Source: an optimization exercise on an open RTL-to-GDS flow (aim: a short achievable clock period and few clock cycles). Production flows keep margins and buffers that such runs may drop.
Function was checked by simulation only, so behaviour that the tests miss may differ from the original.
Power figures rest on the tool's default switching activity, not on a simulated workload.

==> design.v <==
package mipsPkg;
	typedef logic [31:0] dataT;     
	typedef logic [4:0]  regAddrT;  
	localparam int PredBits = 8;  
	localparam logic [5:0] opRtype = 6'b000000;
	localparam logic [5:0] opBeq   = 6'b000100;
	localparam logic [5:0] opLw    = 6'b100011;
	localparam logic [5:0] opSw    = 6'b101011;
	localparam logic [5:0] fnAdd = 6'b100000;
	localparam logic [5:0] fnSub = 6'b100010;
	localparam logic [5:0] fnAnd = 6'b100100;
	localparam logic [5:0] fnOr  = 6'b100101;
	localparam logic [5:0] fnSlt = 6'b101010;
endpackage
`timescale 1ns/1ps
module regFile
(
	input  logic    Clk,
	input  logic    arstN,
	input  mipsPkg::regAddrT rdAddrA,
	input  mipsPkg::regAddrT rdAddrB,
	input  logic    wrEn,       
	input  mipsPkg::regAddrT wrAddr,
	input  mipsPkg::dataT    wrData,
	output mipsPkg::dataT    rdDataA,
	output mipsPkg::dataT    rdDataB
);
	mipsPkg::dataT regs [32];
	logic [31:0]   valid;
	logic [31:0]   wrSel;
	assign wrSel = wrEn ? (32'd1 << wrAddr) : '0;
	always_ff @(posedge Clk or negedge arstN)
	begin
		if (!arstN)
			valid[31:1] <= '0;
		else
			valid[31:1] <= valid[31:1] | wrSel[31:1];
	end
	assign valid[0] = 1'b0;
	assign regs[0] = '0;
	for (genvar r = 1; r < 32; r++)
	begin : gReg
		always_ff @(posedge Clk)
		begin
			if (wrSel[r])
				regs[r] <= wrData;
		end
	end
	function automatic mipsPkg::dataT readPort(mipsPkg::regAddrT addr);
		if (wrEn && wrAddr == addr)
			readPort = wrData;
		else
			readPort = regs[addr] & {32{valid[addr]}};
	endfunction
	assign rdDataA = readPort(rdAddrA);
	assign rdDataB = readPort(rdAddrB);
endmodule
`timescale 1ns/1ps
module hazardUnit
(
	input  mipsPkg::regAddrT rs,
	input  mipsPkg::regAddrT rt,
	input  logic    exRegWrite,
	input  logic    exMemRead,
	input  mipsPkg::regAddrT exDest,
	output logic    fwdAAlu,
	output logic    fwdALoad,
	output logic    fwdBAlu,
	output logic    fwdBLoad
);
	logic hitA;
	logic hitB;
	assign hitA = exRegWrite && exDest == rs;
	assign hitB = exRegWrite && exDest == rt;
	assign fwdAAlu  = hitA && !exMemRead;
	assign fwdALoad = hitA && exMemRead;
	assign fwdBAlu  = hitB && !exMemRead;
	assign fwdBLoad = hitB && exMemRead;
endmodule
`timescale 1ns/1ps
module fetchStage
(
	input  logic    Clk,
	input  logic    arstN,
	input  mipsPkg::dataT    imemData,
	input  logic    predTaken,
	input  logic    stall,       
	input  logic    redirect,
	input  mipsPkg::dataT    redirectPc,
	input  logic    updEn,       
	input  logic [mipsPkg::PredBits-1:0] updIdx,
	input  logic    updTaken,
	output logic    dynTaken,
	output logic [mipsPkg::PredBits-1:0] pcIdx,
	output mipsPkg::dataT    imemAddr,
	output mipsPkg::dataT    altPc       
);
	mipsPkg::dataT pc;
	mipsPkg::dataT pcPlus4;
	mipsPkg::dataT target;
	mipsPkg::dataT nextPc;
	logic [15:0]   lowSum;
	logic          lowCarry;
	logic          takeTgt;
	mipsPkg::dataT otherPc;
	logic [13:0]   hiBase;
	logic [13:0]   hiInc;
	logic [13:0]   hiDec;
	function automatic logic [13:0] incr14(logic [13:0] x);
		logic [13:0] allOnes;
		allOnes[0] = 1'b1;
		for (int i = 1; i < 14; i++)
			allOnes[i] = allOnes[i-1] & x[i-1];
		incr14 = x ^ allOnes;
	endfunction
	mipsPkg::dataT pcOut;
	always_ff @(posedge Clk)
		pcOut <= arstN ? nextPc : '0;
	assign imemAddr = pcOut;
	assign pcPlus4  = pc + 32'd4;
	ksAdder #(.W(16)) lowAdd
	(
		.a    (pcPlus4[17:2]),
		.b    (imemData[15:0]),
		.cin  (1'b0),
		.sum  (lowSum),
		.cout (lowCarry)
	);
	assign hiBase = pcPlus4[31:18];
	assign hiInc  = incr14(hiBase);
	assign hiDec  = ~incr14(~hiBase);  
	always_comb
	begin
		case ({imemData[15], lowCarry})
			2'b01:   target[31:18] = hiInc;
			2'b10:   target[31:18] = hiDec;
			default: target[31:18] = hiBase;
		endcase
		target[17:0] = {lowSum, pcPlus4[1:0]};
	end
	assign altPc     = predTaken ? pcPlus4 : target;
	assign takeTgt   = predTaken && !redirect && !stall;
	assign otherPc   = redirect ? redirectPc : (stall ? pc : pcPlus4);
	assign nextPc    = takeTgt ? target : otherPc;
	always_ff @(posedge Clk or negedge arstN)
	begin
		if (!arstN)
			pc <= '0;
		else
			pc <= nextPc;
	end
	logic [(1 << mipsPkg::PredBits)-1:0] lastTaken;
	assign pcIdx    = pc[mipsPkg::PredBits+1:2];
	assign dynTaken = lastTaken[pcIdx];
	always_ff @(posedge Clk or negedge arstN)
	begin
		if (!arstN)
			lastTaken <= '0;
		else if (updEn)
			lastTaken[updIdx] <= updTaken;
	end
endmodule
`timescale 1ns/1ps
module decodeStage
(
	input  mipsPkg::dataT    instr,
	input  logic    dynTaken,   
	output logic    isBeq,
	output logic    isCond,     
	output logic    predTaken,  
	output logic    regWrite,   
	output logic    memRead,
	output logic    memWrite,
	output mipsPkg::regAddrT dest,
	output logic    useImm,
	output logic    selAdd,     
	output logic    selSub,
	output logic    selAnd,
	output logic    selOr,
	output logic    selSlt
);
	logic [5:0] op;
	logic [5:0] fn;
	logic isR;
	assign op  = instr[31:26];
	assign fn  = instr[5:0];
	assign isR = op == mipsPkg::opRtype;
	assign isBeq     = op == mipsPkg::opBeq;
	assign isCond    = isBeq && instr[25:21] != instr[20:16] && !instr[15];
	assign predTaken = isBeq && (instr[25:21] == instr[20:16] || instr[15] || dynTaken);
	assign memRead   = op == mipsPkg::opLw;
	assign memWrite  = op == mipsPkg::opSw;
	assign useImm    = memRead || memWrite;
	assign selAdd = useImm || (isR && fn == mipsPkg::fnAdd);
	assign selSub = isR && fn == mipsPkg::fnSub;
	assign selAnd = isR && fn == mipsPkg::fnAnd;
	assign selOr  = isR && fn == mipsPkg::fnOr;
	assign selSlt = isR && fn == mipsPkg::fnSlt;
	assign dest     = isR ? instr[15:11] : instr[20:16];
	assign regWrite = dest != '0 && (memRead || (isR && (selAdd || selSub || selAnd || selOr || selSlt)));
endmodule
`timescale 1ns/1ps
module ksAdder
#(
	parameter int W = 32
)
(
	input  logic [W-1:0] a,
	input  logic [W-1:0] b,
	input  logic         cin,
	output logic [W-1:0] sum,
	output logic         cout
);
	localparam int L = (W > 16) ? 5 : (W > 8) ? 4 : (W > 4) ? 3 : (W > 2) ? 2 : 1;  
	logic [W-1:0] g [L+1];
	logic [W-1:0] p [L+1];
	logic [W-1:0] t;
	assign t = a ^ b;
	always_comb
	begin
		g[0] = a & b;
		p[0] = a | b;
		g[0][0] = g[0][0] | (p[0][0] & cin);
		for (int l = 0; l < L; l++)
		begin
			for (int j = 0; j < W; j++)
			begin
				if (j >= (1 << l))
				begin
					g[l+1][j] = g[l][j] | (p[l][j] & g[l][j - (1 << l)]);
					p[l+1][j] = p[l][j] & p[l][j - (1 << l)];
				end
				else
				begin
					g[l+1][j] = g[l][j];
					p[l+1][j] = p[l][j];
				end
			end
		end
	end
	assign sum  = t ^ {g[L][W-2:0], cin};
	assign cout = g[L][W-1];
endmodule
module executeStage
(
	input  logic    Clk,
	input  logic    arstN,
	input  mipsPkg::dataT    deA,
	input  mipsPkg::dataT    deB,
	input  mipsPkg::dataT    deImm,
	input  mipsPkg::regAddrT deDest,
	input  logic    deRegWrite,
	input  logic    deMemRead,
	input  logic    deMemWrite,
	input  logic    deIsBeq,
	input  logic    dePredTaken,
	input  logic    deUseImm,
	input  logic    deSelAdd,
	input  logic    deSelSub,
	input  logic    deSelAnd,
	input  logic    deSelOr,
	input  logic    deSelSlt,
	input  logic    deFwdAAlu,
	input  logic    deFwdALoad,
	input  logic    deFwdBAlu,
	input  logic    deFwdBLoad,
	input  mipsPkg::dataT    dmemRdata,
	output logic    mispredict,
	output logic    brEqual,
	output mipsPkg::dataT    emResult,
	output mipsPkg::dataT    emAddr,
	output mipsPkg::dataT    emStoreData,
	output mipsPkg::regAddrT emDest,
	output logic    emRegWrite,
	output logic    emMemRead,
	output logic    emMemWrite
);
	mipsPkg::dataT opA;
	mipsPkg::dataT opB;
	mipsPkg::dataT addB;
	mipsPkg::dataT sumRes;
	mipsPkg::dataT subRes;
	mipsPkg::dataT aluResult;
	logic          sumCout;
	logic          subCout;
	logic          lessThan;
	assign opA = deFwdALoad ? dmemRdata : (deFwdAAlu ? emResult : deA);
	assign opB = deFwdBLoad ? dmemRdata : (deFwdBAlu ? emResult : deB);
	assign addB = deUseImm ? deImm : opB;
	ksAdder #(.W(32)) addU (.a(opA), .b(addB), .cin(1'b0), .sum(sumRes), .cout(sumCout));
	ksAdder #(.W(32)) subU (.a(opA), .b(~opB), .cin(1'b1), .sum(subRes), .cout(subCout));
	assign lessThan = (opA[31] != opB[31]) ? opA[31] : subRes[31];
	assign aluResult = ({32{deSelAdd}} & sumRes)
	                 | ({32{deSelSub}} & subRes)
	                 | ({32{deSelAnd}} & (opA & opB))
	                 | ({32{deSelOr}}  & (opA | opB))
	                 | {31'b0, deSelSlt & lessThan};
	mipsPkg::dataT brA;
	mipsPkg::dataT brB;
	assign brA = deFwdAAlu ? emResult : deA;
	assign brB = deFwdBAlu ? emResult : deB;
	assign brEqual    = brA == brB;
	assign mispredict = deIsBeq && (brEqual != dePredTaken);
	always_ff @(posedge Clk or negedge arstN)
	begin
		if (!arstN)
		begin
			emRegWrite <= 1'b0;
			emMemRead  <= 1'b0;
			emMemWrite <= 1'b0;
		end
		else
		begin
			emRegWrite <= deRegWrite;
			emMemRead  <= deMemRead;
			emMemWrite <= deMemWrite;
		end
	end
	always_ff @(posedge Clk)
	begin
		emResult    <= aluResult;
		emStoreData <= opB;
		emDest      <= deDest;
		if (deMemRead || deMemWrite)
			emAddr <= sumRes;  
	end
endmodule
`timescale 1ns/1ps
module memWbStage
(
	input  logic    Clk,
	input  logic    arstN,
	input  mipsPkg::dataT    emResult,
	input  mipsPkg::dataT    emAddr,
	input  mipsPkg::dataT    emStoreData,
	input  mipsPkg::regAddrT emDest,
	input  logic    emRegWrite,
	input  logic    emMemRead,
	input  logic    emMemWrite,
	input  mipsPkg::dataT    dmemRdata,
	output mipsPkg::dataT    dmemAddr,
	output mipsPkg::dataT    dmemWdata,
	output logic    dmemWe,
	output mipsPkg::dataT    memValue,   
	output logic    wbEn,
	output mipsPkg::regAddrT wbReg,
	output mipsPkg::dataT    wbData
);
	assign dmemAddr  = emAddr;
	assign dmemWdata = emStoreData;
	assign dmemWe    = emMemWrite;
	assign memValue  = emMemRead ? dmemRdata : emResult;
	always_ff @(posedge Clk or negedge arstN)
	begin
		if (!arstN)
			wbEn <= 1'b0;
		else
			wbEn <= emRegWrite;
	end
	always_ff @(posedge Clk)
	begin
		wbReg  <= emDest;
		wbData <= memValue;
	end
endmodule
`timescale 1ns/1ps
module mipsPipeCore
#(
	parameter mipsPkg::dataT ResetPc = '0
)
(
	input  logic    Clk,
	input  logic    arstN,
	output mipsPkg::dataT    imemAddr,
	input  mipsPkg::dataT    imemData,
	output mipsPkg::dataT    dmemAddr,
	output mipsPkg::dataT    dmemWdata,
	output logic    dmemWe,
	input  mipsPkg::dataT    dmemRdata,
	output logic    wbEn,
	output mipsPkg::regAddrT wbReg,
	output mipsPkg::dataT    wbData
);
	logic    fIsBeq;
	logic    fPredTaken;
	mipsPkg::dataT    ifInstr;
	logic    ifValid;
	logic    ifPredTaken;
	mipsPkg::dataT    ifAltPc;
	logic [mipsPkg::PredBits-1:0] ifPcIdx;
	logic    stall;
	logic    dIsBeq;
	logic    dIsCond;
	logic    dynTaken;
	logic [mipsPkg::PredBits-1:0] pcIdx;
	logic    dRegWrite;
	logic    dMemRead;
	logic    dMemWrite;
	mipsPkg::regAddrT dDest;
	logic    dUseImm;
	logic    dSelAdd;
	logic    dSelSub;
	logic    dSelAnd;
	logic    dSelOr;
	logic    dSelSlt;
	mipsPkg::dataT    rdDataA;
	mipsPkg::dataT    rdDataB;
	mipsPkg::dataT    altPc;
	logic    dFwdAAlu;
	logic    dFwdALoad;
	logic    dFwdBAlu;
	logic    dFwdBLoad;
	mipsPkg::dataT    deA;
	mipsPkg::dataT    deB;
	mipsPkg::dataT    deImm;
	mipsPkg::dataT    deAltPc;
	mipsPkg::regAddrT deDest;
	logic    deRegWrite;
	logic    deMemRead;
	logic    deMemWrite;
	logic    deIsBeq;
	logic    deIsCond;
	logic [mipsPkg::PredBits-1:0] dePcIdx;
	logic    dePredTaken;
	logic    deUseImm;
	logic    deSelAdd;
	logic    deSelSub;
	logic    deSelAnd;
	logic    deSelOr;
	logic    deSelSlt;
	logic    deFwdAAlu;
	logic    deFwdALoad;
	logic    deFwdBAlu;
	logic    deFwdBLoad;
	logic    mispredict;
	logic    brEqual;
	logic    updEn;
	logic [mipsPkg::PredBits-1:0] updIdx;
	logic    updTaken;
	mipsPkg::dataT    emResult;
	mipsPkg::dataT    emAddr;
	mipsPkg::dataT    emStoreData;
	mipsPkg::regAddrT emDest;
	logic    emRegWrite;
	logic    emMemRead;
	logic    emMemWrite;
	mipsPkg::dataT    memValue;
	decodeStage fetchDecode_i
	(
		.instr     (imemData),
		.dynTaken  (dynTaken),
		.isBeq     (fIsBeq),
		.isCond    (),
		.predTaken (fPredTaken),
		.regWrite  (),
		.memRead   (),
		.memWrite  (),
		.dest      (),
		.useImm    (),
		.selAdd    (),
		.selSub    (),
		.selAnd    (),
		.selOr     (),
		.selSlt    ()
	);
	fetchStage fetchStage_i
	(
		.Clk        (Clk),
		.arstN      (arstN),
		.imemData   (imemData),
		.predTaken  (fPredTaken),
		.stall      (stall),
		.redirect   (mispredict),
		.redirectPc (deAltPc),
		.updEn      (updEn),
		.updIdx     (updIdx),
		.updTaken   (updTaken),
		.dynTaken   (dynTaken),
		.pcIdx      (pcIdx),
		.imemAddr   (imemAddr),
		.altPc      (altPc)
	);
	always_ff @(posedge Clk or negedge arstN)
	begin
		if (!arstN)
			ifValid <= 1'b0;
		else
			ifValid <= !mispredict;
	end
	always_ff @(posedge Clk)
	begin
		if (!stall)
		begin
			ifInstr     <= imemData;
			ifPredTaken <= fPredTaken;
			ifAltPc     <= altPc;
			ifPcIdx     <= pcIdx;
		end
	end
	decodeStage decodeStage_i
	(
		.instr     (ifInstr),
		.dynTaken  (1'b0),
		.isBeq     (dIsBeq),
		.isCond    (dIsCond),
		.predTaken (),
		.regWrite  (dRegWrite),
		.memRead   (dMemRead),
		.memWrite  (dMemWrite),
		.dest      (dDest),
		.useImm    (dUseImm),
		.selAdd    (dSelAdd),
		.selSub    (dSelSub),
		.selAnd    (dSelAnd),
		.selOr     (dSelOr),
		.selSlt    (dSelSlt)
	);
	regFile regFile_i
	(
		.Clk     (Clk),
		.arstN   (arstN),
		.rdAddrA (ifInstr[25:21]),
		.rdAddrB (ifInstr[20:16]),
		.wrEn    (emRegWrite),
		.wrAddr  (emDest),
		.wrData  (memValue),
		.rdDataA (rdDataA),
		.rdDataB (rdDataB)
	);
	hazardUnit hazardUnit_i
	(
		.rs         (ifInstr[25:21]),
		.rt         (ifInstr[20:16]),
		.exRegWrite (deRegWrite),
		.exMemRead  (deMemRead),
		.exDest     (deDest),
		.fwdAAlu    (dFwdAAlu),
		.fwdALoad   (dFwdALoad),
		.fwdBAlu    (dFwdBAlu),
		.fwdBLoad   (dFwdBLoad)
	);
	assign stall = ifValid && dIsBeq && (dFwdALoad || dFwdBLoad);
	always_ff @(posedge Clk or negedge arstN)
	begin
		if (!arstN)
		begin
			deRegWrite  <= 1'b0;
			deMemRead   <= 1'b0;
			deMemWrite  <= 1'b0;
			deIsBeq     <= 1'b0;
			deIsCond    <= 1'b0;
		end
		else
		begin
			deRegWrite  <= dRegWrite && ifValid && !mispredict && !stall;
			deMemRead   <= dMemRead && ifValid && !mispredict && !stall;
			deMemWrite  <= dMemWrite && ifValid && !mispredict && !stall;
			deIsBeq     <= dIsBeq && ifValid && !mispredict && !stall;
			deIsCond    <= dIsCond && ifValid && !mispredict && !stall;
		end
	end
	always_ff @(posedge Clk)
	begin
		deA         <= rdDataA;
		deB         <= rdDataB;
		deImm       <= {{16{ifInstr[15]}}, ifInstr[15:0]};
		deAltPc     <= ifAltPc;
		dePcIdx     <= ifPcIdx;
		deDest      <= dDest;
		dePredTaken <= ifPredTaken;
		deUseImm    <= dUseImm;
		deSelAdd    <= dSelAdd;
		deSelSub    <= dSelSub;
		deSelAnd    <= dSelAnd;
		deSelOr     <= dSelOr;
		deSelSlt    <= dSelSlt;
		deFwdAAlu   <= dFwdAAlu;
		deFwdALoad  <= dFwdALoad;
		deFwdBAlu   <= dFwdBAlu;
		deFwdBLoad  <= dFwdBLoad;
	end
	executeStage executeStage_i
	(
		.Clk         (Clk),
		.arstN       (arstN),
		.deA         (deA),
		.deB         (deB),
		.deImm       (deImm),
		.deDest      (deDest),
		.deRegWrite  (deRegWrite),
		.deMemRead   (deMemRead),
		.deMemWrite  (deMemWrite),
		.deIsBeq     (deIsBeq),
		.dePredTaken (dePredTaken),
		.deUseImm    (deUseImm),
		.deSelAdd    (deSelAdd),
		.deSelSub    (deSelSub),
		.deSelAnd    (deSelAnd),
		.deSelOr     (deSelOr),
		.deSelSlt    (deSelSlt),
		.deFwdAAlu   (deFwdAAlu),
		.deFwdALoad  (deFwdALoad),
		.deFwdBAlu   (deFwdBAlu),
		.deFwdBLoad  (deFwdBLoad),
		.dmemRdata   (dmemRdata),
		.mispredict  (mispredict),
		.brEqual     (brEqual),
		.emResult    (emResult),
		.emAddr      (emAddr),
		.emStoreData (emStoreData),
		.emDest      (emDest),
		.emRegWrite  (emRegWrite),
		.emMemRead   (emMemRead),
		.emMemWrite  (emMemWrite)
	);
	always_ff @(posedge Clk or negedge arstN)
	begin
		if (!arstN)
			updEn <= 1'b0;
		else
			updEn <= deIsCond;
	end
	always_ff @(posedge Clk)
	begin
		updIdx   <= dePcIdx;
		updTaken <= brEqual;
	end
	memWbStage memWbStage_i
	(
		.Clk         (Clk),
		.arstN       (arstN),
		.emResult    (emResult),
		.emAddr      (emAddr),
		.emStoreData (emStoreData),
		.emDest      (emDest),
		.emRegWrite  (emRegWrite),
		.emMemRead   (emMemRead),
		.emMemWrite  (emMemWrite),
		.dmemRdata   (dmemRdata),
		.dmemAddr    (dmemAddr),
		.dmemWdata   (dmemWdata),
		.dmemWe      (dmemWe),
		.memValue    (memValue),
		.wbEn        (wbEn),
		.wbReg       (wbReg),
		.wbData      (wbData)
	);
endmodule
==> flow/run.sh <==
#!/bin/bash
# Own layout flow: the standard ORFS layout, with two synthesis changes that
# leave the registers as the standard synthesis makes them:
#  - no full/half adder extraction (ADDER_MAP_FILE empty), which turns the
#    design's prefix adders back into ripple chains;
#  - ABC maps for delay (map -D) instead of the area-recovering default script.
# And two layout changes:
#  - the port buffers are buf_8 cells rather than the slow delay-cell buffer
#    buffer_ports picks by default;
set -euo pipefail
WORK=$(pwd)
rm -rf "$WORK/scripts_mod"
cp -r "$FLOW_HOME/scripts" "$WORK/scripts_mod"
cp "$WORK/flow/abc_speed.script" "$WORK/scripts_mod/abc_speed.script"
KNOBS=(SCRIPTS_DIR="$WORK/scripts_mod" ADDER_MAP_FILE= "BUFFER_PORTS_ARGS=-buffer_cell sky130_fd_sc_hd__buf_8" SETUP_SLACK_MARGIN=5.8)
bash standard.sh "${KNOBS[@]}" synth > "$WORK/flow_synth.log" 2>&1
bash standard.sh "${KNOBS[@]}" finish > "$WORK/flow_layout.log" 2>&1
test -s "$WORK/out/final.def"
==> flow/abc_speed.script <==
strash
dch -f
map -D 10
topo
buffer -c
upsize -c
dnsize -c
==> standard.sh <==
#!/bin/bash
# synth_recipe.tcl (not shown) runs the flow's synth.tcl, then flattens the netlist and writes it again
# the make line also repeats each setting of config.mk as NAME=value (left out here)
make -C /OpenROAD-flow-scripts/flow DESIGN_CONFIG=/design/flow/config.mk WORK_HOME=/design/flow/orfs CLKGATE_MAP_FILE= SYNTH_SCRIPT=/design/flow/synth_recipe.tcl "${@:-finish}"
==> config.mk <==
export PLATFORM = sky130hd
export DESIGN_NAME = mipsPipeCore
export DESIGN_NICKNAME = mipsPipeCore
export VERILOG_FILES = /design/flow/design.v
export SDC_FILE = /design/flow/constraint.sdc
export NUM_CORES = 4
export LEC_CHECK = 0
export ABC_CLOCK_PERIOD_IN_PS = 2500
export CAP_MARGIN = 20
export CELL_PAD_IN_SITES_DETAIL_PLACEMENT = 1
export CELL_PAD_IN_SITES_GLOBAL_PLACEMENT = 2
export CORE_MARGIN = 2
export CORE_UTILIZATION = 40
export PLACE_DENSITY = 0.6
export SETUP_SLACK_MARGIN = 5
export SLEW_MARGIN = 20
export TNS_END_PERCENT = 100
==> constraint.sdc <==
create_clock -name core_clock -period 8.5 [get_ports {Clk}]
set_input_delay 1.7000 -clock core_clock [delete_from_list [all_inputs] [get_ports {Clk}]]
set_output_delay 1.7000 -clock core_clock [all_outputs]
set_load 0.01 [all_outputs]
==> metrics.md, run 1 <==
| Metric | Value |
|---|---|
| Status | `complete, no violations` |
| Reg clk slew, reported paths | `~0.060 ns` |
| Largest net degree at the start of global routing | `112` |
| Top post-synthesis cells by area | `edfxtp_1 (40%), dfrtp_1 (10%), dfxtp_1 (6.9%)` |
| CTS tree | `yes` |
| GRT Util Overall | `~46%` |
| Reg-to-reg slack, setup | `about 4.8 ns` |
| Initial Util | `around 40%` |
| VDD IR max | `~240 µV` |
| Die ar. | `between 200000 and 250000 µm²` |
| CP Launch Point | `ifInstr[21]` |
| Final Max Tran Viols | `0` |
| Final core utilization | `between 50% and 60%` |
| PwrDens | `224.3 nW/µm²` |
| Yosys top cell area share | `40.37%` |
| Gate Count Post-Synth | `around 8500` |
| Worst Path Arrival | `between 4 and 5 ns` |
| CTS Sinks | `1710` |
| CTS root buffer | `clkbuf_16` |
| TritonRoute pass-1 iters | `9` |
| Fmax | `about 270 MHz` |
| Regs by FF count | `regFile_i.regs (992), fetchStage_i.lastTaken (256)` |
| Fin crit period | `~3.7 ns` |
| RD Place Congestion | `about 0.96` |
| Routed Antenna Nets | `0` |
| DRC | `0` |
| Multi-input logic area | `between 40000 and 50000 µm²` |
| Clock Path Buffers | `3` |
| Tightest Pin Transition | `1.272 ns` |
| Distinct cell type count after synthesis | `between 70 and 80` |
| # nets final | `9719` |
| Fill cells | `a little over 20000` |
| Max FFs per register | `992` |
| Sequential share of the synthesized area | `a little under three fifths` |
| Startpoint Class | `flop` |
| Most flop-heavy register | `regFile_i.regs` |
| CTS Hold Bufs | `0` |
| First-pass GRT wire length | `670100 µm` |
| Cell Area, Synth | `~82000 µm²` |
| CTS Buf Count | `190` |
| Worst Skew | `around 0.11 ns` |
| Number of setup violations in the final report | `0` |
| DRT iter0 DRCs | `around 13000` |
| Synthesized netlist net count | `about 8500` |
| Adder-cell share of the synthesized area | `0%` |
| Top FF cell, synth | `edfxtp_1` |
| DR vias/cell | `6.882` |
| Min Hold Slack | `0.3167 ns` |
| Port bufs | `200` |
| Synth area leader | `edfxtp_1` |
| Final wirelength | `507700 µm` |
| Worst skew pair latency | `a little over 0.9 ns` |
| Max H-tree Level | `4` |
| RSZ-0062 raised after global routing | `yes` |
| Worst Setup Path Type | `reg -> reg` |
| Most frequent cells after synthesis | `nand2_1 (1258), edfxtp_1 (1097), o21ai_0 (822), nor2_1 (707), inv_1 (679)` |
| Initial antenna violation count | `38` |
| Vias | `~86000` |
| WL per Instance | `between 40 and 50 µm` |
| Post-synth EDFFs | `about 1100` |
| Reg2reg start | `ifInstr[21]` |
| Synth-to-Final Area Change | `44.99%` |
| Max_slew headroom | `about 15%` |
| Period utilization | `between 40% and 50%` |
| Final instance area | `118300 µm²` |
| Die height | `between 400 and 500 µm` |
| Final Hold Fails | `0` |
| Fraction of layout cells with a size suffix above 1 | `about a third` |
| Crit. End Element | `flop` |
| LEAKAGE | `~0.045 µW` |
| Most common cell in the netlist | `nand2_1` |
| Number of synthesized register bits | `roughly 1700` |
| Synth Area in Compound Gates | `20.69%` |
| Simple-gate portion of the synthesized area | `roughly 16%` |
| Core Area | `between 200000 and 250000 µm²` |
| Synth Area in XOR/XNOR | `0.4830%` |
| Asr flop ratio synth | `19.30%` |
| Mux share of post-synthesis cell area | `less than 1%` |
| Hold Startpoint | `dePcIdx[3]` |
| Syn_area_per_cell | `between 9 and 10 µm²` |
| Vias in the first global route | `between 80000 and 90000` |
| Seq. cell area | `between 40000 and 50000 µm²` |
| Max-cap viol count | `0` |
| Dpl cell area | `89420 µm²` |
| Req. time, crit path | `9.24 ns` |
| DPL Wire Length | `approximately 280000 µm` |
| Setup TNS | `0 ns` |
| Crit path max fanout | `4` |
| Site Rows | `about 170` |
| Ports | `201` |
| Worst Hold Class | `reg -> reg` |
| Largest family of logic cells by synthesized area | `compound AO/OA/AOI/OAI gates` |
| GRT overflow | `0` |
| Ys Warns | `13` |
| Die width | `roughly 460 µm` |
## critical path: stages (launching register included)
cell	delay (ns)
edfxtp_1	0.40
buf_4	0.14
buf_6	0.10
nor2_2	0.04
buf_6	0.15
nand2_4	0.11
nor2_4	0.06
buf_12	0.13
a22o_1	0.23
a21oi_2	0.14
nand4_1	0.55
a2111oi_4	0.89
o2111ai_2	0.31
a22o_1	0.27
## cell type report
class | count | area share, %
inverters | 710 | 2.764
clock buffers | 266 | 4.576
well taps | 2672 | 2.826
repair inverters | 6 | 0.04336
multi-input cells | 5640 | 34.02
repair buffers | 1395 | 14.97
diodes | 16 | 0.03384
flip-flops and latches | 1710 | 39.83
clock inverters | 92 | 0.9402
## cell usage in the layout, fill, tap and decap left out, drive strengths merged, types with 17 or more instances in the layout
cell type and count:
buf 1365, nand2 1270, edfxtp 1097, o21ai 861, nor2 714, inv 639
a22oi 499, nand3 399, a21oi 384, dfrtp 330, dfxtp 283, clkbuf 279
nand4 263, o22ai 223, a221oi 134, nor3 134, a22o 102, clkinv 92
o21a 83, o211ai 69, clkinvlp 61, or2 56, a31oi 53, o221ai 48
o2111ai 44, nor4 41, o31ai 31, and2 30, a2111oi 28, xnor2 23
xor2 22, o21bai 20, a211oi 19, bufbuf 17
## cell families after synthesis
kind of cell | Yosys count
buffers and inverters | 1156
AOI/OAI and AO/OA | 2630
muxes | 1
DFF | 1710
and+or+nand+nor | 2938
xor gates and xnor gates | 45
## final timing paths
check,endpoint,cells past startpoint
max,deA[10],13
min,updIdx[3],0
max reg2reg,deA[10],13
min reg2reg,updIdx[3],0
max in group asynchronous,regFile_i.valid[13],3
min in group asynchronous,fetchStage_i.pc[9],1
## metrics by stage
step	instances	total power, µW	worst slack, ns
final	12510	26530	4.817
after global routing	12500	26910	4.785
after CTS	12260	25310	5.204
after detailed placement	11130	14690	3.340
after global placement	11130	14650	3.369
after floorplan	8480	12340	5.168
## repair_timing
action                                   CTS  global route
buffers inserted                         668           204
gates resized for setup                 2295           541
endpoints found under the setup margin  1389          1047
pin swaps                                577           416
gates cloned                              96            26
## power by group
part | internal (µW) | leakage [µW] | total, µW | switching [µW]
sequential | 9210 | 0.0172 | 9570 | 358
combinational | 2750 | 0.0247 | 8170 | 5430
clock | 4930 | 0.00317 | 8790 | 3860
total | 16900 | 0.0451 | 26500 | 9640
## layer usage
layer	part of all wire [%]	vias up	track usage, %
met5	0.10	-	0.3674
met4	7.4	36	27.33
met2	41	7007	65.43
met3	15	1898	19.11
met1	36	43440	57.76
li1	-	33700	-
Testbench counts, summed over its fixed seeds: cycles 23,602.
==> run 2, diff against run 1 <==
--- a/design.v
+++ b/design.v
@@ -85,5 +85,4 @@
 	input  mipsPkg::dataT    imemData,
 	input  logic    predTaken,
-	input  logic    stall,       
 	input  logic    redirect,
 	input  mipsPkg::dataT    redirectPc,
@@ -140,6 +139,6 @@
 	end
 	assign altPc     = predTaken ? pcPlus4 : target;
-	assign takeTgt   = predTaken && !redirect && !stall;
-	assign otherPc   = redirect ? redirectPc : (stall ? pc : pcPlus4);
+	assign takeTgt   = predTaken && !redirect;
+	assign otherPc   = redirect ? redirectPc : pcPlus4;
 	assign nextPc    = takeTgt ? target : otherPc;
 	always_ff @(posedge Clk or negedge arstN)
@@ -296,9 +295,5 @@
 	                 | ({32{deSelOr}}  & (opA | opB))
 	                 | {31'b0, deSelSlt & lessThan};
-	mipsPkg::dataT brA;
-	mipsPkg::dataT brB;
-	assign brA = deFwdAAlu ? emResult : deA;
-	assign brB = deFwdBAlu ? emResult : deB;
-	assign brEqual    = brA == brB;
+	assign brEqual    = opA == opB;
 	assign mispredict = deIsBeq && (brEqual != dePredTaken);
 	always_ff @(posedge Clk or negedge arstN)
@@ -389,5 +384,4 @@
 	mipsPkg::dataT    ifAltPc;
 	logic [mipsPkg::PredBits-1:0] ifPcIdx;
-	logic    stall;
 	logic    dIsBeq;
 	logic    dIsCond;
@@ -470,5 +464,4 @@
 		.imemData   (imemData),
 		.predTaken  (fPredTaken),
-		.stall      (stall),
 		.redirect   (mispredict),
 		.redirectPc (deAltPc),
@@ -490,11 +483,8 @@
 	always_ff @(posedge Clk)
 	begin
-		if (!stall)
-		begin
-			ifInstr     <= imemData;
-			ifPredTaken <= fPredTaken;
-			ifAltPc     <= altPc;
-			ifPcIdx     <= pcIdx;
-		end
+		ifInstr     <= imemData;
+		ifPredTaken <= fPredTaken;
+		ifAltPc     <= altPc;
+		ifPcIdx     <= pcIdx;
 	end
 	decodeStage decodeStage_i
@@ -540,5 +530,4 @@
 		.fwdBLoad   (dFwdBLoad)
 	);
-	assign stall = ifValid && dIsBeq && (dFwdALoad || dFwdBLoad);
 	always_ff @(posedge Clk or negedge arstN)
 	begin
@@ -553,9 +542,9 @@
 		else
 		begin
-			deRegWrite  <= dRegWrite && ifValid && !mispredict && !stall;
-			deMemRead   <= dMemRead && ifValid && !mispredict && !stall;
-			deMemWrite  <= dMemWrite && ifValid && !mispredict && !stall;
-			deIsBeq     <= dIsBeq && ifValid && !mispredict && !stall;
-			deIsCond    <= dIsCond && ifValid && !mispredict && !stall;
+			deRegWrite  <= dRegWrite && ifValid && !mispredict;
+			deMemRead   <= dMemRead && ifValid && !mispredict;
+			deMemWrite  <= dMemWrite && ifValid && !mispredict;
+			deIsBeq     <= dIsBeq && ifValid && !mispredict;
+			deIsCond    <= dIsCond && ifValid && !mispredict;
 		end
 	end
==> run 2 against run 1 <==
  * Critical path depth is 1 higher
  * Synthesized cell count is 2.7% lower
  * Die area is 2.0% lower
  * Flip-flop and latch count stayed put
  * Count of clock-buffer cells in the layout is 9 higher
  * Non-clock buffer count is 95 lower
  * Worst setup slack better by 0.20 ns
  * First-iteration DRC count is 5.0% lower
  * Area after synthesis is 2.1% lower
  * Critical path type unchanged
  * Sequential share of layout area is 1.1 points higher
  * Largest power group unchanged
  * Cell area is 4.1% lower
  * Sequential power hardly changed
  * Critical endpoint is now fetchStage_i.pcOut[2]
==> metrics.md, run 2 <==
| Metric | Value |
|---|---|
| Status | `complete, no violations` |
| Site Rows | `164 (-0.61%)` |
| Final wirelength | `484900 µm (-4.5%)` |
| Vias in the first global route | `79100 (-5.1%)` |
| Final instance area | `113400 µm² (-4.1%)` |
| Tightest Pin Transition | `1.234 ns (-0.03822 ns)` |
| Synth area leader | `edfxtp_1` |
| LEAKAGE | `0.04324 µW (-4.1%)` |
| Max FFs per register | `992 (unchanged)` |
| Distinct cell type count after synthesis | `77 (+4.1%)` |
| Max-cap viol count | `0 (unchanged)` |
| CTS root buffer | `clkbuf_16` |
| Ys Warns | `13 (unchanged)` |
| Most common cell in the netlist | `nand2_1` |
| Period utilization | `41.03% (-2.3 points)` |
| GRT overflow | `0 (unchanged)` |
| M1 GR Usage | `54.94% (-2.8 points)` |
| Final Power | `26840 µW (+1.2%)` |
| Syn_area_per_cell | `9.685 µm² (+0.64%)` |
| Cell Area, Synth | `79930 µm² (-2.1%)` |
| DR vias/cell | `6.760 (-1.8%)` |
| Worst Hold Class | `reg -> reg` |
| # nets final | `9383 (-3.5%)` |
| Gate Count Post-Synth | `8253 (-2.7%)` |
| Fraction of layout cells with a size suffix above 1 | `33.65% (-1.1 points)` |
| Most common cell after layout, fill and taps aside | `edfxtp_1` |
| Most flop-heavy register | `regFile_i.regs` |
| DRC | `0 (unchanged)` |
| RD Place Congestion | `0.9938 (+3.8%)` |
| Clock Path Buffers | `3 (unchanged)` |
| Top post-synthesis cells by area | `edfxtp_1 (38%), dfrtp_1 (10%), dfxtp_1 (8.9%)` |
| Max H-tree Level | `4 (unchanged)` |
| Ports | `201 (unchanged)` |
| Initial antenna violation count | `49 (+29%)` |
| Worst Path Arrival | `4.22 ns (-0.20 ns)` |
| Worst skew pair latency | `0.90 ns (about the same)` |
| Synth-to-Final Area Change | `41.94%` |
| Dpl cell area | `88050 µm² (-1.5%)` |
| Setup TNS | `0 ns (unchanged)` |
| Synthesized netlist net count | `8319 (-2.7%)` |
| Crit path max fanout | `6 (+2)` |
| Worst Skew | `0.07209 ns (-0.04170 ns)` |
| Yosys top cell area share | `38.47% (-1.9 points)` |
| Largest net degree at the start of global routing | `130 (+16%)` |
| Die ar. | `203400 µm² (-2.0%)` |
| Initial Util | `40.11% (-0.18 points)` |
| Hold Crit Depth | `0 (unchanged)` |
| Number of setup violations in the final report | `0 (unchanged)` |
| Placed Instances | `10920 (-1.9%)` |
| Asr flop ratio synth | `19.30% (unchanged)` |
| CTS Sinks | `1710 (unchanged)` |
| Port bufs | `200 (unchanged)` |
| Vias | `82270 (-4.4%)` |
| Die height | `451.0 µm (-1.0%)` |
| Req. time, crit path | `9.23 ns (about the same)` |
| CTS Buf Count | `194 (+2.1%)` |
| Number of synthesized register bits | `1710 (unchanged)` |
| Most frequent cells after synthesis | `nand2_1 (1159), edfxtp_1 (1024), o21ai_0 (772), nor2_1 (715), inv_1 (645)` |
| CTS tree | `yes` |
| Regs by FF count | `regFile_i.regs (992), fetchStage_i.lastTaken (256)` |
| TritonRoute pass-1 iters | `8 (-1)` |
| Routed Antenna Nets | `0 (unchanged)` |
| Non-Filler Instances | `12170 (-2.7%)` |
| DPL Wire Length | `279000 µm (-1.5%)` |
| Worst Setup Path Type | `reg -> reg` |
| PwrDens | `236.6 nW/µm² (+5.5%)` |
| Busiest grt layer | `met2` |
| Startpoint Class | `flop` |
| Die width | `451.0 µm (-1.0%)` |
| Met3 Use GR | `14.40% (-4.7 points)` |
| Top FF cell, synth | `edfxtp_1` |
| Max_slew headroom | `17.73% (+3.2 points)` |
| WL per Instance | `39.84 µm (-1.9%)` |
| Worst r2r path cells | `14 (+1)` |
| Post-synth EDFFs | `1024 (-6.7%)` |
| Core Area | `199200 µm² (-1.6%)` |
| Final Hold Fails | `0 (unchanged)` |
| DRT iter0 DRCs | `12360 (-5.0%)` |
| Final Max Tran Viols | `0 (unchanged)` |
| GRT Util Overall | `44.75% (-1.1 points)` |
| VDD IR max | `248.5 µV (+2.9%)` |
| Fin crit period | `3.488 ns (-0.1950 ns)` |
| Most frequent cells in the layout | `edfxtp_1 (1024), nand2_1 (945), buf_4 (658), o21ai_0 (588), inv_1 (542)` |
| First-pass GRT wire length | `638600 µm (-4.7%)` |
| Routing usage on met2 | `65.80% (+0.37 points)` |
| Fmax | `286.7 MHz (+5.6%)` |
| Reg clk slew, reported paths | `0.06 ns (about the same)` |
| RSZ-0062 raised after global routing | `yes` |
| Sequential share of the synthesized area | `57.72% (+0.29 points)` |
| Crit. End Element | `flop` |
run 2: changes by cell type after synthesis, moves of 15 or more:
cell | previous run | this run
edfxtp_1 | 1097 | 1024
a31oi_1 | 51 | 68
o22ai_1 | 223 | 182
o21ai_2 | 1 | 19
a2111oi_0 | 28 | 51
o21a_1 | 83 | 46
a22oi_1 | 499 | 542
o2111ai_1 | 44 | 29
nand2_1 | 1258 | 1159
dfxtp_1 | 283 | 356
inv_1 | 679 | 645
clkbuf_1 | 316 | 333
o31ai_1 | 31 | 14
o21ai_0 | 822 | 772
run 2: logic make-up after synthesis:
kind of cell	synth area share, %
AOI/OAI and AO/OA	20.65
xor gates and xnor gates	0.4493
buffers and inverters	5.554
DFF	57.72
muxes	0.02818
and+or+nand+nor	15.60
run 2: routing by layer:
metal / up-vias / part of all wire [%]
met5: - / 0.064
met4: 32 / 9.5
met3: 1970 / 13
met2: 6379 / 42
met1: 41270 / 36
li1: 32630 / -
run 2: cell type report:
| type | count | area (µm²) |
|---|---|---|
| inverters | 684 | 3224 |
| repair inverters | 10 | 107.6 |
| clock inverters | 93 | 1130 |
| multi-input cells | 5417 | 37590 |
| flip-flops and latches | 1710 | 46420 |
| clock buffers | 275 | 5599 |
| well taps | 2656 | 3323 |
| fillers | 20690 | 85800 |
| repair buffers | 1300 | 15990 |
| diodes | 26 | 65.06 |
run 2: what timing repair did:
action | CTS | global route
cloned | 62 | 18
pin swaps | 379 | 341
endpoints found under the setup margin | 1462 | 770
setup buffers | 566 | 210
resized for setup | 1791 | 654
hold buffers | 0 | 0
run 2: power by group:
group          internal (µW)  switching [µW]  total, µW  leakage, µW
Clock                   5090            3870       8960      0.00328
Combinational           2940            5370       8320       0.0231
Sequential              9180             387       9570       0.0169
run 2: metrics by stage:
step	hold slack, ns	setup slack (ns)	utilization (%)
3_3_place_gp	0.3095	3.121	44.11
3_5_place_dp	0.3132	3.079	44.19
2_1_floorplan	0.3096	5.022	-
6_report	0.3211	5.012	56.94
5_1_grt	0.3268	4.988	56.91
4_1_cts	0.3231	5.225	54.31
run 2: final timing paths:
check                             from                          end  slack (ns)
max                            deA[24]        fetchStage_i.pcOut[2]        5.01
min                        ifAltPc[30]                  deAltPc[30]        0.32
max reg2reg                    deA[24]        fetchStage_i.pcOut[2]        5.01
min reg2reg                ifAltPc[30]                  deAltPc[30]        0.32
max in group asynchronous        arstN   fetchStage_i.lastTaken[45]        6.03
min in group asynchronous        arstN  fetchStage_i.lastTaken[139]        0.75
run 2: worst max-delay path, cell delays in order, from the launching register on:
cell	delay, ns
dfxtp_1	0.87
o211ai_1	0.20
o21ai_2	0.16
inv_2	0.12
nand2_2	0.14
nand4_1	0.16
nor2_2	0.20
nand4_1	0.24
o21bai_4	0.22
buf_12	0.14
nand3_4	0.14
buf_8	0.19
buf_16	0.15
o211ai_1	0.25
a21oi_1	0.12
Testbench counts of run 2, summed over its fixed seeds: cycles 23,501.
==> run 3, diff against run 2 <==
--- a/design.v
+++ b/design.v
@@ -2,5 +2,5 @@
 	typedef logic [31:0] dataT;     
 	typedef logic [4:0]  regAddrT;  
-	localparam int PredBits = 8;  
+	localparam int PredBits = 6;  
 	localparam logic [5:0] opRtype = 6'b000000;
 	localparam logic [5:0] opBeq   = 6'b000100;
@@ -18,6 +18,6 @@
 	input  logic    Clk,
 	input  logic    arstN,
-	input  mipsPkg::regAddrT rdAddrA,
-	input  mipsPkg::regAddrT rdAddrB,
+	input  logic [31:0] rdSelA,    
+	input  logic [31:0] rdSelB,
 	input  logic    wrEn,       
 	input  mipsPkg::regAddrT wrAddr,
@@ -47,12 +47,15 @@
 		end
 	end
-	function automatic mipsPkg::dataT readPort(mipsPkg::regAddrT addr);
-		if (wrEn && wrAddr == addr)
-			readPort = wrData;
-		else
-			readPort = regs[addr] & {32{valid[addr]}};
+	logic [31:0] readable;
+	assign readable = valid & ~wrSel;
+	function automatic mipsPkg::dataT readPort(logic [31:0] selOneHot);
+		logic [31:0] sel;
+		sel = selOneHot & readable;
+		readPort = (|(selOneHot & wrSel)) ? wrData : '0;
+		for (int r = 1; r < 32; r++)
+			readPort = readPort | (regs[r] & {32{sel[r]}});
 	endfunction
-	assign rdDataA = readPort(rdAddrA);
-	assign rdDataB = readPort(rdAddrB);
+	assign rdDataA = readPort(rdSelA);
+	assign rdDataB = readPort(rdSelB);
 endmodule
 `timescale 1ns/1ps
@@ -85,4 +88,5 @@
 	input  mipsPkg::dataT    imemData,
 	input  logic    predTaken,
+	input  logic    stall,       
 	input  logic    redirect,
 	input  mipsPkg::dataT    redirectPc,
@@ -93,5 +97,5 @@
 	output logic [mipsPkg::PredBits-1:0] pcIdx,
 	output mipsPkg::dataT    imemAddr,
-	output mipsPkg::dataT    altPc       
+	output mipsPkg::dataT    pcPlus4Out  
 );
 	mipsPkg::dataT pc;
@@ -138,7 +142,7 @@
 		target[17:0] = {lowSum, pcPlus4[1:0]};
 	end
-	assign altPc     = predTaken ? pcPlus4 : target;
-	assign takeTgt   = predTaken && !redirect;
-	assign otherPc   = redirect ? redirectPc : pcPlus4;
+	assign pcPlus4Out = pcPlus4;
+	assign takeTgt   = predTaken && !redirect && !stall;
+	assign otherPc   = redirect ? redirectPc : (stall ? pc : pcPlus4);
 	assign nextPc    = takeTgt ? target : otherPc;
 	always_ff @(posedge Clk or negedge arstN)
@@ -261,4 +265,6 @@
 	input  logic    deSelSlt,
 	input  logic    deFwdAAlu,
+	input  logic    deBrFwdA,    
+	input  logic    deBrFwdB,
 	input  logic    deFwdALoad,
 	input  logic    deFwdBAlu,
@@ -295,5 +301,19 @@
 	                 | ({32{deSelOr}}  & (opA | opB))
 	                 | {31'b0, deSelSlt & lessThan};
-	assign brEqual    = opA == opB;
+	logic eqRegs;
+	logic eqFwdA;
+	logic eqFwdB;
+	assign eqRegs = deA == deB;
+	assign eqFwdA = emResult == deB;
+	assign eqFwdB = deA == emResult;
+	always_comb
+	begin
+		case ({deBrFwdA, deBrFwdB})
+			2'b11:   brEqual = 1'b1;  
+			2'b10:   brEqual = eqFwdA;
+			2'b01:   brEqual = eqFwdB;
+			default: brEqual = eqRegs;
+		endcase
+	end
 	assign mispredict = deIsBeq && (brEqual != dePredTaken);
 	always_ff @(posedge Clk or negedge arstN)
@@ -382,6 +402,9 @@
 	logic    ifValid;
 	logic    ifPredTaken;
-	mipsPkg::dataT    ifAltPc;
+	mipsPkg::dataT    ifPcPlus4;
+	logic [31:0]      ifRsSel;    
+	logic [31:0]      ifRtSel;
 	logic [mipsPkg::PredBits-1:0] ifPcIdx;
+	logic    stall;
 	logic    dIsBeq;
 	logic    dIsCond;
@@ -400,5 +423,7 @@
 	mipsPkg::dataT    rdDataA;
 	mipsPkg::dataT    rdDataB;
-	mipsPkg::dataT    altPc;
+	mipsPkg::dataT    fPcPlus4;
+	mipsPkg::dataT    dTarget;
+	mipsPkg::dataT    dAltPc;
 	logic    dFwdAAlu;
 	logic    dFwdALoad;
@@ -424,4 +449,6 @@
 	logic    deSelSlt;
 	logic    deFwdAAlu;
+	logic    deBrFwdA;
+	logic    deBrFwdB;
 	logic    deFwdALoad;
 	logic    deFwdBAlu;
@@ -464,4 +491,5 @@
 		.imemData   (imemData),
 		.predTaken  (fPredTaken),
+		.stall      (stall),
 		.redirect   (mispredict),
 		.redirectPc (deAltPc),
@@ -472,5 +500,5 @@
 		.pcIdx      (pcIdx),
 		.imemAddr   (imemAddr),
-		.altPc      (altPc)
+		.pcPlus4Out (fPcPlus4)
 	);
 	always_ff @(posedge Clk or negedge arstN)
@@ -483,8 +511,13 @@
 	always_ff @(posedge Clk)
 	begin
-		ifInstr     <= imemData;
-		ifPredTaken <= fPredTaken;
-		ifAltPc     <= altPc;
-		ifPcIdx     <= pcIdx;
+		if (!stall)
+		begin
+			ifInstr     <= imemData;
+			ifPredTaken <= fPredTaken;
+			ifPcPlus4   <= fPcPlus4;
+			ifRsSel     <= 32'd1 << imemData[25:21];
+			ifRtSel     <= 32'd1 << imemData[20:16];
+			ifPcIdx     <= pcIdx;
+		end
 	end
 	decodeStage decodeStage_i
@@ -510,6 +543,6 @@
 		.Clk     (Clk),
 		.arstN   (arstN),
-		.rdAddrA (ifInstr[25:21]),
-		.rdAddrB (ifInstr[20:16]),
+		.rdSelA  (ifRsSel),
+		.rdSelB  (ifRtSel),
 		.wrEn    (emRegWrite),
 		.wrAddr  (emDest),
@@ -530,4 +563,7 @@
 		.fwdBLoad   (dFwdBLoad)
 	);
+	assign dTarget = ifPcPlus4 + {{14{ifInstr[15]}}, ifInstr[15:0], 2'b00};
+	assign dAltPc  = ifPredTaken ? ifPcPlus4 : dTarget;
+	assign stall = ifValid && dIsBeq && (dFwdALoad || dFwdBLoad);
 	always_ff @(posedge Clk or negedge arstN)
 	begin
@@ -542,9 +578,9 @@
 		else
 		begin
-			deRegWrite  <= dRegWrite && ifValid && !mispredict;
-			deMemRead   <= dMemRead && ifValid && !mispredict;
-			deMemWrite  <= dMemWrite && ifValid && !mispredict;
-			deIsBeq     <= dIsBeq && ifValid && !mispredict;
-			deIsCond    <= dIsCond && ifValid && !mispredict;
+			deRegWrite  <= dRegWrite && ifValid && !mispredict && !stall;
+			deMemRead   <= dMemRead && ifValid && !mispredict && !stall;
+			deMemWrite  <= dMemWrite && ifValid && !mispredict && !stall;
+			deIsBeq     <= dIsBeq && ifValid && !mispredict && !stall;
+			deIsCond    <= dIsCond && ifValid && !mispredict && !stall;
 		end
 	end
@@ -554,5 +590,5 @@
 		deB         <= rdDataB;
 		deImm       <= {{16{ifInstr[15]}}, ifInstr[15:0]};
-		deAltPc     <= ifAltPc;
+		deAltPc     <= dAltPc;
 		dePcIdx     <= ifPcIdx;
 		deDest      <= dDest;
@@ -565,4 +601,6 @@
 		deSelSlt    <= dSelSlt;
 		deFwdAAlu   <= dFwdAAlu;
+		deBrFwdA    <= dFwdAAlu && dIsBeq;
+		deBrFwdB    <= dFwdBAlu && dIsBeq;
 		deFwdALoad  <= dFwdALoad;
 		deFwdBAlu   <= dFwdBAlu;
@@ -589,4 +627,6 @@
 		.deSelSlt    (deSelSlt),
 		.deFwdAAlu   (deFwdAAlu),
+		.deBrFwdA    (deBrFwdA),
+		.deBrFwdB    (deBrFwdB),
 		.deFwdALoad  (deFwdALoad),
 		.deFwdBAlu   (deFwdBAlu),
==> run 3 against run 2 <==
  * Highest routed layer unchanged
  * Largest power group unchanged
  * Critical path type unchanged
  * Area after synthesis shrank 6.7%
  * Power shrank 17%
  * Sequential share of layout area grew 0.62 points
  * Final cell count shrank 9.4%
  * Critical path depth grew 4
  * Flip-flop and latch count shrank 132
==> metrics.md, run 3 <==
| Metric | Value |
|---|---|
| Combinational power share | `21.8% (-9.2 points)` |
| Reg-to-reg critical path endpoint | `deA[29]` |
| DRC | `0 (unchanged)` |
| Sequential share of the synthesized area | `58.85% (+1.1 points)` |
| Synth area leader | `edfxtp_1` |
| Core Area | `185200 µm² (-7.0%)` |
| PwrDens | `208.6 nW/µm² (-12%)` |
| Routing usage on met2 | `61.30% (-4.5 points)` |
| Distinct cell type count after synthesis | `70 (-9.1%)` |
| Asr flop ratio synth | `8.745% (-11 points)` |
| Worst skew pair latency | `0.90 ns (about the same)` |
| # nets final | `8438 (-10%)` |
| Reg-to-reg slack, setup | `5.18 ns (+0.17 ns)` |
| Top post-synthesis cells by area | `edfxtp_1 (47%), a22oi_1 (9.6%), dfxtp_1 (7.5%)` |
| Regs by FF count | `regFile_i.regs (992), fetchStage_i.lastTaken (64)` |
| Final wirelength | `451900 µm (-6.8%)` |
| Worst Setup Path Type | `reg -> reg` |
| Worst r2r path cells | `18 (+4)` |
| Number of synthesized register bits | `1578 (-7.7%)` |
| Tightest Pin Transition | `1.354 ns (+0.1199 ns)` |
| Worst Path Arrival | `3.95 ns (-0.27 ns)` |
| Clock Path Buffers | `3 (unchanged)` |
| Top FF cell, synth | `edfxtp_1` |
| Max_slew headroom | `9.733% (-8.0 points)` |
| CTS Buf Count | `175 (-9.8%)` |
| Min-Delay Endpoint | `updIdx[4]` |
| Cell Area, Synth | `74570 µm² (-6.7%)` |
| Number of setup violations in the final report | `0 (unchanged)` |
| Reg clk slew, reported paths | `0.06 ns (about the same)` |
| Final worst setup slack | `5.185 ns (+0.1723 ns)` |
| Max-cap viol count | `0 (unchanged)` |
| Ys Warns | `13 (unchanged)` |
| Gate Count Post-Synth | `7405 (-10%)` |
| Placed Instances | `9887 (-9.4%)` |
| Fraction of layout cells with a size suffix above 1 | `36.65% (+3.0 points)` |
| Hold Crit Depth | `0 (unchanged)` |
| CP max stage delay | `0.45 ns (-0.42 ns)` |
| CTS tree | `yes` |
| First-pass GRT wire length | `577200 µm (-9.6%)` |
| Worst Skew | `0.09683 ns (+0.02474 ns)` |
| Vias in the first global route | `72370 (-8.5%)` |
| Crit-path most repeated cell | `buf_6` |
| Switch share | `31.67% (-4.2 points)` |
| DPL Wire Length | `235200 µm (-16%)` |
| Final Max Tran Viols | `0 (unchanged)` |
| Routed Antenna Nets | `0 (unchanged)` |
| Die height | `435.8 µm (-3.4%)` |
| Initial antenna violation count | `28 (-43%)` |
| Critical-path cell list | `inv_2 -> nor2_2 -> buf_6 -> clkinvlp_4 -> buf_6 -> buf_6 -> nor2_4 -> buf_12 -> buf_6 -> a22oi_2 -> o211ai_1 -> a2111oi_4 -> nand4_1 -> buf_6 -> buf_16 -> buf_4 -> nand2_1 -> nand2_4` |
| Startpoint Class | `flop` |
| Hold Startpoint | `dePcIdx[4]` |
| Largest net degree at the start of global routing | `79 (-39%)` |
| RSZ-0062 raised after global routing | `yes` |
| Synthesized netlist net count | `7471 (-10%)` |
| Ports | `201 (unchanged)` |
| DRT iter0 DRCs | `13420 (+8.5%)` |
| Sequential Power Share | `40.9% (+5.3 points)` |
| LEAKAGE | `0.03983 µW (-7.9%)` |
| Most flop-heavy register | `regFile_i.regs` |
| GRT Util Overall | `43.15% (-1.6 points)` |
| Most common cell after layout, fill and taps aside | `edfxtp_1` |
| Die width | `435.8 µm (-3.4%)` |
| TritonRoute pass-1 iters | `9 (+1)` |
| Port bufs | `200 (unchanged)` |
| Busiest grt layer | `met2` |
| Worst Hold Class | `reg -> reg` |
| Period utilization | `39.00% (-2.0 points)` |
| Fill cells | `18950 (-8.4%)` |
| Clk pwr share | `37.3% (+3.9 points)` |
| Met3 Use GR | `14.12% (-0.28 points)` |
| Min Hold Slack | `0.2931 ns (-0.02807 ns)` |
| Reg2reg start | `executeStage_i.emRegWrite` |
| Syn_area_per_cell | `10.07 µm² (+4.0%)` |
| CTS Sinks | `1578 (-7.7%)` |
| Worst path top cell family by delay | `buffers and inverters` |
| VDD IR max | `183.6 µV (-26%)` |
| Crit path depth | `18 (+4)` |
| Req. time, crit path | `9.14 ns (-0.09 ns)` |
| Non-Filler Instances | `11030 (-9.4%)` |
| Die ar. | `189900 µm² (-6.6%)` |
| Final core utilization | `57.38% (+0.44 points)` |
| Status | `complete, no violations` |
| CP Buf/Inv Count | `10 (+6)` |
| Setup WS pre-CTS | `3.629 ns (+0.5503 ns)` |
| DR vias/cell | `7.003 (+3.6%)` |
| GRT overflow | `0 (unchanged)` |
| Max FFs per register | `992 (unchanged)` |
| CTS Hold Bufs | `0 (unchanged)` |
| Final Hold Fails | `0 (unchanged)` |
| Most frequent cells after synthesis | `nand2_1 (1253), edfxtp_1 (1159), a22oi_1 (957), nor2_1 (558), inv_1 (535)` |
| Most frequent cells in the layout | `edfxtp_1 (1159), nand2_1 (896), a22oi_1 (852), buf_4 (545), inv_1 (396)` |
| Setup TNS | `0 ns (unchanged)` |
| Site Rows | `158 (-3.7%)` |
| WL per Instance | `40.97 µm (+2.8%)` |
| Post-synth EDFFs | `1159 (+13%)` |
| Crit. End Element | `flop` |
| Vias | `77250 (-6.1%)` |
| Max H-tree Level | `4 (unchanged)` |
| CTS root buffer | `clkbuf_16` |
| RD Place Congestion | `0.9472 (-4.7%)` |
| Fmax | `301.6 MHz (+5.2%)` |
| Switching pwr | `7023 µW (-27%)` |
| Synth-to-Final Area Change | `42.54%` |
| Crit path max fanout | `8 (+2)` |
| Most common cell in the netlist | `nand2_1` |
| Yosys top cell area share | `46.67% (+8.2 points)` |
| Cell internal pwr | `15150 µW (-12%)` |
| Fin crit period | `3.315 ns (-0.1723 ns)` |
| Slowest CP cell | `a2111oi_4` |
| M1 GR Usage | `57.58% (+2.6 points)` |
| Initial Util | `40.26% (+0.14 points)` |
[run 3: how the worst max path moves through the flow]
stage                                   start                   endpoint  slack, ns
finish              executeStage_i.emRegWrite                    deA[29]       5.18
global route        executeStage_i.emRegWrite                    deA[29]       5.24
CTS                 executeStage_i.emAddr[22]               dmemAddr[22]       5.36
detailed placement               imemData[24]        fetchStage_i.pc[27]       3.63
global placement                 imemData[24]        fetchStage_i.pc[27]       3.70
floorplan                       dmemRdata[13]  executeStage_i.emAddr[31]       5.10
[run 3: cells by family (layout without fill, tap and decap cells)]
group	after synthesis	after routing	share of synthesized area, %
buffers and inverters	902	1996	4.680
AND/OR/NAND/NOR	2767	2789	16.75
XOR/XNOR	78	78	0.9161
flip-flops	1578	1578	58.85
other	0	27	0
AO/OA/AOI/OAI	2080	2082	18.81
[run 3: timing repair]
item                                    4_1_cts  5_1_grt
hold endpoints to repair                      0        0
resized for setup                          1677      833
endpoints found under the setup margin      668      421
setup buffers                               416      271
pin swaps                                   372      430
cloned                                       66       35
[run 3: metrics by stage]
| stage | total power (µW) | area (µm²) |
|---|---|---|
| after floorplan | 11130 | 75870 |
| final | 22180 | 106300 |
| after global placement | 12460 | 81920 |
| after global routing | 22760 | 106200 |
| after CTS | 21620 | 99650 |
| after detailed placement | 12490 | 81930 |
[run 3: area by class of cell]
type | count | area [µm²] | area share [%]
repair buffers | 1122 | 14050 | 13.22
diodes | 27 | 67.56 | 0.06357
clock buffers | 221 | 4703 | 4.425
repair inverters | 3 | 30.03 | 0.02825
inverters | 543 | 2480 | 2.333
multi-input cells | 4949 | 36290 | 34.14
clock inverters | 107 | 1411 | 1.328
well taps | 2480 | 3103 | 2.919
flip-flops and latches | 1578 | 44150 | 41.54
[run 3: metal layers]
metal / wire [µm] / up-vias / part of all wire [%]
met3: 67510 / 1941 / 15
li1: - / 29770 / -
met2: 183000 / 6873 / 40
met5: 405 / - / 0.090
met4: 34960 / 12 / 7.7
met1: 166100 / 38650 / 37
[run 3: power by group through the flow]
stage          sequential, µW  combinational, µW  clock [µW]
2_1_floorplan            8940               2190           0
6_report                 9080               4830        8270
4_1_cts                  9050               4350        8220
5_1_grt                  9100               5140        8520
3_5_place_dp             9190               3300           0
3_3_place_gp             9190               3270           0
Testbench counts of run 3, summed over its fixed seeds: cycles 23,672.

[static timing again, ports no longer ideal]
The results above use ideal ports. As a check the final layouts listed here were re-extracted and re-timed, cells and wires unchanged.
Step 1 sets driving cells, clkbuf_16 on the clock port and buf_2 on the other inputs (assumed; they add their load-dependent delay and slew).
Step 2 moves the port delays by t, midway between the first and last clock arrival at a register: inputs arrive t later, outputs are due t later. That takes back most of the time a late clock gives input paths.
a / b / c = no drivers / after step 1 / after step 2; a / b = the first two.
run	t (ns)	setup slack, ns	clock arrival spread, ns	worst register clock-pin slew, ns
run 1	0.947	4.817 / 4.817 / 4.233	0.116 / 0.115	0.07 / 0.07
run 2	0.971	5.012 / 5.012 / 4.101	0.077 / 0.076	0.08 / 0.08
run 3	0.933	5.185 / 5.185 / 4.497	0.099 / 0.100	0.08 / 0.08
After both steps setup and hold are still met in every run listed. The setup slack of run 2, which loses most, moves by 0.000 ns with the drivers and by -0.911 ns with both steps.
